This design comes from an exercise in tuning for small area and a short achievable clock period on the open sky130 flow, not from production work. Only simulation tests tie the RTL to the original design; equivalence was not proved. No activity file was given, so power comes from the tool's default toggle rates.

==> flow/design.v <==
module rvv_rt_xrf_wb_buffer #(
   parameter int unsigned NUM_RT = 4,
   parameter int unsigned NUM_WP = 2,
   parameter int unsigned DEPTH  = 8,
   parameter int unsigned XLEN   = 32,
   parameter int unsigned AW     = 5
) (
   input  logic                   clk,
   input  logic                   rst,
   input  logic [NUM_RT-1:0]      rt_valid,
   input  logic [NUM_RT*AW-1:0]   rt_addr,
   input  logic [NUM_RT*XLEN-1:0] rt_data,
   output logic [NUM_RT-1:0]      rt_ready,
   output logic [NUM_WP-1:0]      wp_valid,
   output logic [NUM_WP*AW-1:0]   wp_addr,
   output logic [NUM_WP*XLEN-1:0] wp_data,
   input  logic [NUM_WP-1:0]      wp_ready,
   output logic                   buf_empty,
   output logic                   buf_full
   ,
   output logic [$clog2(DEPTH+1)-1:0] stat_max_occ,
   output logic [31:0]                stat_full_stall
);
   localparam int unsigned EW = 1 + AW + XLEN;    
   logic [7:0][EW-1:0] mem_q;
   logic [7:0]         rd_oh_q, wr_oh_q;          
   logic [7:0]         rd1_oh_q;                  
   logic [7:0]         occ_q;                     
   logic [AW-1:0]      last_q;                    
   logic [3:0]          st;                       
   logic [3:0][AW-1:0]  ad;
   logic [3:0]          same;                     
   logic [3:0][EW-1:0]  ch;
   logic [3:0][3:0]     rk;                       
   logic [3:0]          npush;                    
   logic [AW-1:0]       last_d;
   always_comb begin
      for (int i = 0; i < 4; i++) begin
         ad[i] = rt_addr[i*AW +: AW];
         st[i] = rt_valid[i] & ~occ_q[7-i] & (ad[i] != '0);
      end
      same[0] = (ad[0] == last_q);
      same[1] = st[0] ? (ad[1] == ad[0]) : (ad[1] == last_q);
      same[2] = st[1] ? (ad[2] == ad[1]) : st[0] ? (ad[2] == ad[0]) : (ad[2] == last_q);
      same[3] = st[2] ? (ad[3] == ad[2]) : st[1] ? (ad[3] == ad[1]) :
                st[0] ? (ad[3] == ad[0]) : (ad[3] == last_q);
      last_d  = st[3] ? ad[3] : st[2] ? ad[2] : st[1] ? ad[1] : st[0] ? ad[0] : last_q;
      for (int i = 0; i < 4; i++)
         ch[i] = {same[i], ad[i], rt_data[i*XLEN +: XLEN]};
      rk[0] = 4'b0001;
      rk[1] = {2'b00, st[0], ~st[0]};
      rk[2] = {1'b0, st[0] & st[1], st[0] ^ st[1], ~st[0] & ~st[1]};
      rk[3] = {st[0] & st[1] & st[2],
               (st[0] & st[1] & ~st[2]) | (st[0] & ~st[1] & st[2]) | (~st[0] & st[1] & st[2]),
               (st[0] & ~st[1] & ~st[2]) | (~st[0] & st[1] & ~st[2]) | (~st[0] & ~st[1] & st[2]),
               ~st[0] & ~st[1] & ~st[2]};
      npush[0] = |st;
      npush[1] = (st[0] & st[1]) | (st[0] & st[2]) | (st[0] & st[3]) |
                 (st[1] & st[2]) | (st[1] & st[3]) | (st[2] & st[3]);
      npush[2] = (st[0] & st[1] & st[2]) | (st[0] & st[1] & st[3]) |
                 (st[0] & st[2] & st[3]) | (st[1] & st[2] & st[3]);
      npush[3] = &st;
   end
   logic [3:0]         wr4;                       
   logic [3:0][EW-1:0] lane;
   always_comb begin
      for (int b = 0; b < 4; b++) wr4[b] = wr_oh_q[b] | wr_oh_q[b+4];
      for (int b = 0; b < 4; b++) begin
         lane[b] = '0;
         for (int i = 0; i < 4; i++) begin
            logic hit;
            hit = 1'b0;
            for (int r = 0; r <= i; r++)
               hit = hit | (rk[i][r] & wr4[(b - r + 4) % 4]);
            if (st[i] && hit) lane[b] = lane[b] | ch[i];
         end
      end
   end
   logic [7:0] we;
   always_comb begin
      for (int e = 0; e < 8; e++) begin
         we[e] = 1'b0;
         for (int k = 0; k < 4; k++)
            we[e] = we[e] | (wr_oh_q[(e - k + 8) % 8] & npush[k]);
      end
   end
   always_ff @(posedge clk) begin
      for (int e = 0; e < 8; e++)
         if (we[e]) mem_q[e] <= lane[e % 4];
   end
   logic [EW-1:0] head0, head1;
   always_comb begin
      head0 = '0;
      head1 = '0;
      for (int e = 0; e < 8; e++) begin
         head0 = head0 | ({EW{rd_oh_q[e]}} & mem_q[e]);
         head1 = head1 | ({EW{rd1_oh_q[e]}} & mem_q[e]);
      end
   end
   logic [1:0] wpv;
   assign wpv[0] = occ_q[0];
   assign wpv[1] = occ_q[1] & ~head1[EW-1];
   logic pop1, pop2;
   assign pop1 = wpv[0] & wp_ready[0];
   assign pop2 = pop1 & wpv[1] & wp_ready[1];
   logic [7:0] occ_pop, occ_d, rd_oh_d, wr_oh_d;
   always_comb begin
      for (int i = 0; i < 8; i++) begin
         logic a1, a2;
         a1 = (i + 1 < 8) ? occ_q[(i + 1) % 8] : 1'b0;
         a2 = (i + 2 < 8) ? occ_q[(i + 2) % 8] : 1'b0;
         occ_pop[i] = pop2 ? a2 : (pop1 ? a1 : occ_q[i]);
         rd_oh_d[i] = pop2 ? rd_oh_q[(i + 6) % 8] : (pop1 ? rd_oh_q[(i + 7) % 8] : rd_oh_q[i]);
      end
      for (int i = 0; i < 8; i++) begin
         logic v, w;
         v = occ_pop[i];
         w = wr_oh_q[i];
         for (int k = 0; k < 4; k++) begin
            if (npush[k]) begin
               v = (i - k - 1 >= 0) ? occ_pop[(i - k - 1 + 8) % 8] : 1'b1;
               w = wr_oh_q[(i - k - 1 + 8) % 8];
            end
         end
         occ_d[i]   = v;
         wr_oh_d[i] = w;
      end
   end
   always_ff @(posedge clk) begin
      if (rst) begin
         rd_oh_q  <= 8'd1;
         rd1_oh_q <= 8'd2;
         wr_oh_q  <= 8'd1;
         occ_q   <= '0;
      end else begin
         rd_oh_q  <= rd_oh_d;
         rd1_oh_q <= {rd_oh_d[6:0], rd_oh_d[7]};
         wr_oh_q  <= wr_oh_d;
         occ_q   <= occ_d;
      end
   end
   always_ff @(posedge clk) begin
      last_q <= last_d;
   end
   always_comb begin
      for (int i = 0; i < 4; i++) rt_ready[i] = ~occ_q[7-i];
   end
   assign wp_valid  = wpv;
   assign wp_addr   = {head1[XLEN +: AW], head0[XLEN +: AW]};
   assign wp_data   = {head1[XLEN-1:0], head0[XLEN-1:0]};
   assign buf_empty = ~occ_q[0];
   assign buf_full  = occ_q[7];
   logic [7:0]  max_occ_q;                        
   logic [31:0] full_stall_q;
   always_ff @(posedge clk) begin
      if (rst) begin
         max_occ_q    <= '0;
         full_stall_q <= '0;
      end else begin
         max_occ_q    <= max_occ_q | occ_d;
         if (occ_q[7] && rt_valid[0] && (full_stall_q != '1))
            full_stall_q <= full_stall_q + 32'd1;
      end
   end
   assign stat_max_occ[3] = max_occ_q[7];
   assign stat_max_occ[2] = max_occ_q[3] & ~max_occ_q[7];
   assign stat_max_occ[1] = (max_occ_q[1] & ~max_occ_q[3]) | (max_occ_q[5] & ~max_occ_q[7]);
   assign stat_max_occ[0] = (max_occ_q[0] & ~max_occ_q[1]) | (max_occ_q[2] & ~max_occ_q[3]) |
                            (max_occ_q[4] & ~max_occ_q[5]) | (max_occ_q[6] & ~max_occ_q[7]);
   assign stat_full_stall = full_stall_q;
endmodule
export LEC_CHECK = 0
export CAP_MARGIN = 20
export CORE_MARGIN = 2
export CORE_UTILIZATION = 45
export CTS_CLUSTER_DIAMETER = 80
export CTS_CLUSTER_SIZE = 25
export SETUP_SLACK_MARGIN = 2.0
export SLEW_MARGIN = 20
create_clock -name core_clock -period 5.5 [get_ports {clk}]
standard.sh (not shown) runs the stock make flow with config.mk's settings and CLKGATE_MAP_FILE= SYNTH_SCRIPT=/design/flow/synth_recipe.tcl, a recipe that flattens the netlist after the stock synthesis.
==> flow/flow/run.sh <==
#!/bin/bash
# Own layout flow: the standard ORFS flow, with the I/O port buffers made from a
# plain buffer cell instead of the one buffer_ports picks by default (a delay cell).
set -euo pipefail
export BUFFER_PORTS_ARGS="-buffer_cell sky130_fd_sc_hd__buf_1"
bash standard.sh "BUFFER_PORTS_ARGS=-buffer_cell sky130_fd_sc_hd__buf_1" finish > flow_standard.log 2>&1
==> next run, changes <==
--- a/flow/design.v
+++ b/flow/design.v
@@ -21,13 +21,14 @@
    output logic [$clog2(DEPTH+1)-1:0] stat_max_occ,
    output logic [31:0]                stat_full_stall
 );
    localparam int unsigned EW = 1 + AW + XLEN;    
    logic [7:0][EW-1:0] mem_q;
    logic [7:0]         rd_oh_q, wr_oh_q;          
-   logic [7:0]         rd1_oh_q;                  
+   logic [3:0]         ev_sel_q, od_sel_q;        
+   logic               swap_q;                    
    logic [7:0]         occ_q;                     
    logic [AW-1:0]      last_q;                    
    logic [3:0]          st;                       
    logic [3:0][AW-1:0]  ad;
    logic [3:0]          same;                     
    logic [3:0][EW-1:0]  ch;
@@ -85,20 +86,22 @@
       end
    end
    always_ff @(posedge clk) begin
       for (int e = 0; e < 8; e++)
          if (we[e]) mem_q[e] <= lane[e % 4];
    end
-   logic [EW-1:0] head0, head1;
+   logic [EW-1:0] ev, od, head0, head1;
    always_comb begin
-      head0 = '0;
-      head1 = '0;
-      for (int e = 0; e < 8; e++) begin
-         head0 = head0 | ({EW{rd_oh_q[e]}} & mem_q[e]);
-         head1 = head1 | ({EW{rd1_oh_q[e]}} & mem_q[e]);
+      ev = '0;
+      od = '0;
+      for (int k = 0; k < 4; k++) begin
+         ev = ev | ({EW{ev_sel_q[k]}} & mem_q[2*k]);
+         od = od | ({EW{od_sel_q[k]}} & mem_q[2*k+1]);
       end
+      head0 = swap_q ? od : ev;
+      head1 = swap_q ? ev : od;
    end
    logic [1:0] wpv;
    assign wpv[0] = occ_q[0];
    assign wpv[1] = occ_q[1] & ~head1[EW-1];
    logic pop1, pop2;
    assign pop1 = wpv[0] & wp_ready[0];
@@ -126,18 +129,24 @@
          wr_oh_d[i] = w;
       end
    end
    always_ff @(posedge clk) begin
       if (rst) begin
          rd_oh_q  <= 8'd1;
-         rd1_oh_q <= 8'd2;
+         ev_sel_q <= 4'd1;
+         od_sel_q <= 4'd1;
+         swap_q   <= 1'b0;
          wr_oh_q  <= 8'd1;
          occ_q   <= '0;
       end else begin
          rd_oh_q  <= rd_oh_d;
-         rd1_oh_q <= {rd_oh_d[6:0], rd_oh_d[7]};
+         for (int k = 0; k < 4; k++) begin
+            ev_sel_q[k] <= rd_oh_d[2*k] | rd_oh_d[(2*k + 7) % 8];
+            od_sel_q[k] <= rd_oh_d[2*k+1] | rd_oh_d[2*k];
+         end
+         swap_q   <= rd_oh_d[1] | rd_oh_d[3] | rd_oh_d[5] | rd_oh_d[7];
          wr_oh_q  <= wr_oh_d;
          occ_q   <= occ_d;
       end
    end
    always_ff @(posedge clk) begin
       last_q <= last_d;
=> The new run finished with timing, DRC and antenna clean; power falls by about a fifth; die area falls by a few percent; combinational power falls by about a fifth; clock power rises by a few percent; routed wire length falls by a few percent; clock-buffer cell count rises by 2; final cell count falls by a few percent; fmax rises slightly; synthesized area falls by a few percent; hold slack degrades by 0.013 ns; utilization falls by 0.21 points; setup slack improves by 0.061 ns.

[static timing again, ports no longer ideal]
No port has a modelled driver above. Below, the same layouts with a new extraction and two added sets of constraints.
Step 1 assumes that a clkbuf_16 drives the clock port and a buf_2 every other input.
Step 2, shift: input delay + t, output delay - t, t = (earliest + latest rising clock arrival at the registers) / 2. This alone moves slack from input paths to output paths.
Three values: no drivers, after step 1, after step 2; two values: the first two.
run	shift t [ns]	setup WS [ns]	worst data-port slew with drivers (ns)
the first run	0.623	1.952 / 1.978 / 1.355	0.09
the second run	0.607	2.013 / 2.012 / 1.442	0.12
After both steps setup and hold are still met in every run listed. The setup slack of the first run, which loses most, moves by +0.026 ns with the drivers and by -0.597 ns with both steps.
